This is an optimization exercise on Yosys and OpenROAD, whose aim is small area and few clock cycles, not a production implementation. In this exercise RTL edits were held to simulation tests only and were not proved equivalent to the original. Power and IR drop assume default switching activity.

File: flow/run.sh
#!/bin/bash
# synth_recipe.tcl (not shown) runs the flow's synth.tcl, then flattens the netlist and writes it again
# the make line also repeats each setting of config.mk as NAME=value (left out here)
make -C /OpenROAD-flow-scripts/flow DESIGN_CONFIG=/design/flow/config.mk WORK_HOME=/design/flow/orfs CLKGATE_MAP_FILE= SYNTH_SCRIPT=/design/flow/synth_recipe.tcl finish
File: flow/config.mk
export PLATFORM = sky130hd
export DESIGN_NAME = sorted_priority_queue
export DESIGN_NICKNAME = sorted_priority_queue
export VERILOG_FILES = /design/flow/design.v
export SDC_FILE = /design/flow/constraint.sdc
export NUM_CORES = 4
export LEC_CHECK = 0
export CAP_MARGIN = 20
export CORE_MARGIN = 2
export CORE_UTILIZATION = 40
export SLEW_MARGIN = 20
File: flow/constraint.sdc
create_clock -name core_clock -period 5.0 [get_ports {clk}]
set_input_delay 1.0000 -clock core_clock [delete_from_list [all_inputs] [get_ports {clk}]]
set_output_delay 1.0000 -clock core_clock [all_outputs]
set_load 0.01 [all_outputs]
File: flow/design.v
package spq_pkg;
  localparam int DEPTH    = 16;
  localparam int KEY_BITS = 16;
  localparam int ID_BITS  = 16;
  localparam int KEY_FIELD_BITS = 16;
  localparam int ID_FIELD_BITS  = 16;
  localparam int OCC_BITS       = 5;
  localparam int CNT_W = $clog2(DEPTH + 1);
  localparam logic       CMD_INSERT = 1'b0;
  localparam logic       CMD_REMOVE = 1'b1;
  localparam logic [1:0] ST_OK    = 2'd0;
  localparam logic [1:0] ST_EMPTY = 2'd1;
  localparam logic [1:0] ST_FULL  = 2'd2;
  typedef struct packed {
    logic                      command;
    logic [KEY_FIELD_BITS-1:0] key_value;
    logic [ID_FIELD_BITS-1:0]  entry_id;
  } cmd_t;
  typedef struct packed {
    logic [1:0]               status;
    logic [ID_FIELD_BITS-1:0] removed_id;
    logic [OCC_BITS-1:0]      occupancy;
  } res_t;
  typedef enum logic [1:0] {
    OP_HOLD,
    OP_INSERT,
    OP_REMOVE
  } cell_op_t;
  typedef struct packed {
    cell_op_t            op;
    logic [KEY_BITS-1:0] key;
    logic [ID_BITS-1:0]  id;
  } cell_ctl_t;
endpackage
module spq_cell (
  input  logic                         clk,
  input  spq_pkg::cell_ctl_t           ctl,
  input  logic                         occupied,
  input  logic                         lower_lt,
  input  logic [spq_pkg::KEY_BITS-1:0] lower_key,
  input  logic [spq_pkg::ID_BITS-1:0]  lower_id,
  input  logic [spq_pkg::KEY_BITS-1:0] upper_key,
  input  logic [spq_pkg::ID_BITS-1:0]  upper_id,
  output logic                         lt,
  output logic [spq_pkg::KEY_BITS-1:0] key,
  output logic [spq_pkg::ID_BITS-1:0]  id
);
  assign lt = occupied && (key < ctl.key);
  always_ff @(posedge clk) begin
    case (ctl.op)
      spq_pkg::OP_INSERT: begin
        if (!lt) begin
          if (lower_lt) begin
            key <= ctl.key;
            id  <= ctl.id;
          end else begin
            key <= lower_key;
            id  <= lower_id;
          end
        end
      end
      spq_pkg::OP_REMOVE: begin
        key <= upper_key;
        id  <= upper_id;
      end
      default: begin
      end
    endcase
  end
endmodule
module sorted_priority_queue (
  input  logic          clk,
  input  logic          rst,
  input  logic          cmd_valid,
  output logic          cmd_ready,
  input  logic [32:0]   cmd,
  output logic          res_valid,
  input  logic          res_ready,
  output logic [22:0]   res
);
  spq_pkg::cmd_t cmd_w;
  spq_pkg::res_t res_q;
  assign cmd_w = cmd;
  assign res   = res_q;
  logic [spq_pkg::CNT_W-1:0] count;
  logic [spq_pkg::CNT_W-1:0] count_next;
  spq_pkg::res_t             res_next;
  spq_pkg::cell_ctl_t        ctl;
  logic                      accept;
  logic                      is_full;
  logic                      is_empty;
  logic                         lt_chain  [0:spq_pkg::DEPTH];
  logic [spq_pkg::KEY_BITS-1:0] key_chain [0:spq_pkg::DEPTH];
  logic [spq_pkg::ID_BITS-1:0]  id_chain  [0:spq_pkg::DEPTH];
  assign cmd_ready = !res_valid || res_ready;
  assign accept    = cmd_valid && cmd_ready;
  assign is_full   = (count == spq_pkg::CNT_W'(spq_pkg::DEPTH));
  assign is_empty  = (count == '0);
  assign lt_chain[0]  = 1'b1;
  assign key_chain[0] = '0;
  assign id_chain[0]  = '0;
  always_comb begin
    ctl.key    = spq_pkg::KEY_BITS'(cmd_w.key_value);
    ctl.id     = spq_pkg::ID_BITS'(cmd_w.entry_id);
    ctl.op     = spq_pkg::OP_HOLD;
    count_next = count;
    res_next.status     = spq_pkg::ST_OK;
    res_next.removed_id = '0;
    if (accept) begin
      if (cmd_w.command == spq_pkg::CMD_INSERT) begin
        if (is_full) begin
          res_next.status = spq_pkg::ST_FULL;
        end else begin
          ctl.op     = spq_pkg::OP_INSERT;
          count_next = count + spq_pkg::CNT_W'(1);
        end
      end else begin
        if (is_empty) begin
          res_next.status = spq_pkg::ST_EMPTY;
        end else begin
          ctl.op              = spq_pkg::OP_REMOVE;
          count_next          = count - spq_pkg::CNT_W'(1);
          res_next.removed_id = spq_pkg::ID_FIELD_BITS'(id_chain[1]);
        end
      end
    end
    res_next.occupancy = spq_pkg::OCC_BITS'(count_next);
  end
  for (genvar i = 0; i < spq_pkg::DEPTH; i++) begin : g_cell
    localparam int UP = (i + 2 > spq_pkg::DEPTH) ? spq_pkg::DEPTH : i + 2;
    logic occupied;
    assign occupied = (count > spq_pkg::CNT_W'(i));
    spq_cell u_cell (
      .clk       (clk),
      .ctl       (ctl),
      .occupied  (occupied),
      .lower_lt  (lt_chain[i]),
      .lower_key (key_chain[i]),
      .lower_id  (id_chain[i]),
      .upper_key (key_chain[UP]),
      .upper_id  (id_chain[UP]),
      .lt        (lt_chain[i+1]),
      .key       (key_chain[i+1]),
      .id        (id_chain[i+1])
    );
  end
  always_ff @(posedge clk) begin
    if (rst) begin
      count     <= '0;
      res_valid <= 1'b0;
    end else begin
      count <= count_next;
      if (accept) begin
        res_valid <= 1'b1;
      end else if (res_ready) begin
        res_valid <= 1'b0;
      end
    end
  end
  always_ff @(posedge clk) begin
    if (accept) begin
      res_q <= res_next;
    end
  end
endmodule
==> flow_metrics.py <==
metrics = {
    "power_and_ir_drop": {
        "clkPwrFrac": 0.301,
        "comb_power_share": 0.266,
        "peakVddDrop_uv": 303,
        "seq_power_share": 0.433,
        "p_leak_nw": 14.4,
        "p_int_mw": 10.2,
        "power_density_nw_per_um2": 399,
        "swShare": 0.332,
        "p_sw_mw": 5.05,
    },
    "min_path": {
        "hp-class": "reg2reg",
    },
    "global_routing": {
        "grt_max_degree": 161,
        "antenna_found_initial": 3,
        "overflow": 0,
        "grt_pass1_wl_um": 179000,
        "grt_pass1_vias": 26941,
        "track_usage": 0.278,
    },
    "synth": {
        "ys_types": 67,
        "syn_nets": 3543,
        "ys_ff_latch": 541,
        "synth_ff_type": "edfxtp_1",
        "ys_warn_count": 8,
        "synth_top_area_frac": 0.480,
        "synth_edf_count": 535,
        "synth_top_area_cell": "edfxtp_1",
        "syn-cell-area_um2": 33500,
        "syn_inst": 3261,
        "yosysSeqAreaShare": 0.483,
        "synth_area_leaders": "edfxtp_1, ha_1, mux2i_1",
        "syn_area_per_cell_um2": 10.3,
        "postSynth.asyncResetShare": 0,
    },
    "cells_and_area": {
        "diodes": 0,
        "fillers": 7807,
        "drive_above_1_share": 0.114,
        "fin_cells": 4430,
        "multi_input_comb_area_um2": 15900,
        "final_net_count": 3582,
        "syn2layout_area_growth_pct": 14.0,
        "regArea_um2": 16200,
    },
    "drt": {
        "postRouteAntennaNets": 0,
        "routed_wl_um": 121000,
        "drc": 0,
        "dr.first_iter.drc_count": 3736,
        "via_per_inst": 6.37,
        "dr.pass1.iters": 5,
        "vias": 28239,
        "avgRoutedWirePerCell_um": 27.3,
    },
    "worst_setup_path": {
        "r2r_start": "count[0]$_SDFF_PP0_",
        "reg2reg_to": "g_cell[4].u_cell.key[3]$_DFFE_PP_",
        "critPathMaxFanout": 21,
        "crit_start": "cmd[21]",
        "crit_arrival_ns": 4.82,
        "critPathLaunchType": "input pin",
        "path_class": "in2reg",
        "ff2ff_path_depth": 8,
        "worstPathRequired_ns": 5.38,
        "crit_end": "g_cell[2].u_cell.key[7]$_DFFE_PP_",
        "end_kind": "flop",
        "rrSetupSlack_ns": 1.07,
    },
    "die": {
        "core_um2": 83300,
        "dieArea_um2": 86000,
        "die_h_um": 293,
        "num_rows": 106,
        "io_pins": 62,
        "start_util": 0.402,
        "die_w_um": 293,
    },
    "clocking": {
        "worst_skew_pair.late_latency_ns": 0.66,
        "htreeDepth": 2,
        "clockBufferDepth": 3,
        "cts_resized": 0,
        "postCtsSetupRepairBufs": 0,
        "cts.reportedPaths.clkPinSlew_ns": 0.07,
        "cts_tree": "built",
        "numClockSinks": 541,
        "cts_hold_buf": 0,
        "cts-root-buf": "clkbuf_16",
        "cts_buffers": 61,
    },
    "sta": {
        "hold_violations": 0,
        "period_needed_ns": 4.44,
        "fmaxAchievable_ghz": 0.225,
        "rsz0062_at_grt": "false",
        "period_share": 0.888,
        "layout_setup_ws_ns": 0.561,
        "setup_violations": 0,
        "worst_pin_slew_ns": 1.15,
        "drv_slew": 0,
        "max_slew_margin": 0.225,
        "skew_ns": 0.0413,
    },
    "job": {
        "maxCapViolCount": 0,
    },
    "placement": {
        "dp_cells": 4316,
        "pre_cts_slack_ns": -0.0289,
        "port_buffers": 61,
        "dp_hpwl_um": 82900,
        "place.gp.congestion": 0.931,
    },
    "run_status": {
        "status": "timing/DRC/antenna clean",
    },
}
==> area by class of cell <==
class / count / share of cell area
clock buffers: 71 / 0.0415
clock inverters: 42 / 0.0104
inverters: 93 / 0.00915
multi-input cells: 2360 / 0.417
flip-flops and latches: 541 / 0.424
well taps: 1080 / 0.0354
repair buffers: 243 / 0.0621
==> synthesized netlist by cell type (101+ instances only) <==
cell	count
mux2i_1	139
edfxtp_1	535
ha_1	245
o211ai_1	136
nand3_1	138
nand2_1	349
nor2_1	339
o21ai_0	117
a221oi_1	101
a21oi_1	192
clkbuf_1	125
==> routing by layer <==
metal  global-route usage  part of all wire  routed length, um
met5                    0                 0                  0
met4               0.0999             0.037               4530
met3               0.0574              0.11              13100
met2                0.422              0.44              52700
met1                0.392              0.42              50500
==> registers in the layout, indices dropped and copies added, names as in the netlist <==
register / count
g_cell.u_cell.id: 256
g_cell.u_cell.key: 256
res_q: 23
count: 5
res_valid: 1
==> worst min-delay path by stage <==
stage,startpoint,end,slack (ns),depth (start not counted)
after floorplan,g_cell[1].u_cell.id[15]$_DFFE_PP_,g_cell[0].u_cell.id[15]$_DFFE_PP_,0.51,2
after global placement,res_valid$_SDFFE_PP0P_,res_valid$_SDFFE_PP0P_,0.51,2
after detailed placement,res_valid$_SDFFE_PP0P_,res_valid$_SDFFE_PP0P_,0.53,2
after CTS,res_valid$_SDFFE_PP0P_,res_valid$_SDFFE_PP0P_,0.54,2
after global routing,g_cell[1].u_cell.id[7]$_DFFE_PP_,g_cell[0].u_cell.id[7]$_DFFE_PP_,0.57,2
final,res_valid$_SDFFE_PP0P_,res_valid$_SDFFE_PP0P_,0.53,2
==> layout by cell type, fill, tap and decap left out, types with 8 or more instances in the layout <==
cell             instances
edfxtp_1               535
nand2_1                349
nor2_1                 338
ha_1                   245
a21oi_1                188
buf_4                  150
mux2i_1                139
nand3_1                137
o211ai_1               136
o21ai_0                103
a221oi_1               101
inv_1                   92
or3_1                   83
nor3_1                  80
clkbuf_16               62
clkdlybuf4s50_1         61
o221ai_1                49
a211oi_1                48
nand4_1                 43
a221o_1                 37
mux2_2                  32
buf_12                  31
a21oi_2                 30
nand2b_1                27
a21o_1                  26
and3_1                  22
o21ai_1                 18
clkinv_1                18
o21ai_4                 16
clkinv_2                13
nor2b_1                 11
clkbuf_1                 9
o21a_1                   8
nand2_2                  8
==> logic make-up after synthesis <==
family,Yosys count,share of synthesized area
AOI/OAI and AO/OA,817,0.170
xor gates and xnor gates,2,0.000523
adders and majority gates,245,0.0916
buffers and inverters,360,0.0499
DFF,541,0.483
muxes,171,0.0523
and+or+nand+nor,1125,0.152
==> worst max-delay path, stage by stage <==
cell             delay (ns)
clkdlybuf4s50_1        0.42
inv_1                  0.35
buf_4                  0.31
ha_1                   0.28
a211oi_1               0.20
nor2_1                 0.07
a2111oi_0              0.95
buf_4                  0.30
o211ai_1               0.22
buf_4                  0.33
mux2i_1                0.22
o21ai_0                0.10
==> power by group through the flow <==
| stage | sequential [mW] | clock, mW | combinational (mW) |
|---|---|---|---|
| after floorplan | 6.42 | 0 | 2.55 |
| final | 6.58 | 4.58 | 4.05 |
| after CTS | 6.56 | 4.60 | 3.97 |
| after global routing | 6.64 | 4.77 | 4.40 |
| after global placement | 6.65 | 0 | 3.89 |
| after detailed placement | 6.65 | 0 | 3.96 |
==> through the flow <==
stage	hold WS [ns]	utilization	TNS, ns	instance area, um2	power [mW]
floorplan	0.509	-	-154.10	33500	8.97
global placement	0.514	0.434	0	36200	10.5
detailed placement	0.526	0.434	-0.0708	36200	10.6
CTS	0.536	0.458	0	38200	15.1
global route	0.573	0.458	0	38200	15.8
finish	0.529	0.458	0	38200	15.2
Testbench counts, summed over its fixed seeds: cycles 24,008.

-- separate check: timing with driven ports --
The results above use ideal ports. As a check the final layout listed here was re-extracted and re-timed, cells and wires unchanged. Step 1: set_driving_cell puts a clkbuf_16 on clk and a buf_2 on each other input, an assumption about the parent block. Step 2, shift: input delay + t, output delay - t, t = (earliest + latest rising clock arrival at the registers) / 2. This alone moves slack from input paths to output paths. Slacks: ideal ports / drivers / drivers and shift; pairs: ideal ports / drivers.
t (ns): 0.703
setup slack, ns: 0.561 / 0.589 / -0.114
worst setup path after step 2: input to register
With both steps, setup timing fails in this run, where it was met with ideal ports. For this run, drivers alone change the setup slack by +0.028 ns; drivers and shift together by -0.675 ns.
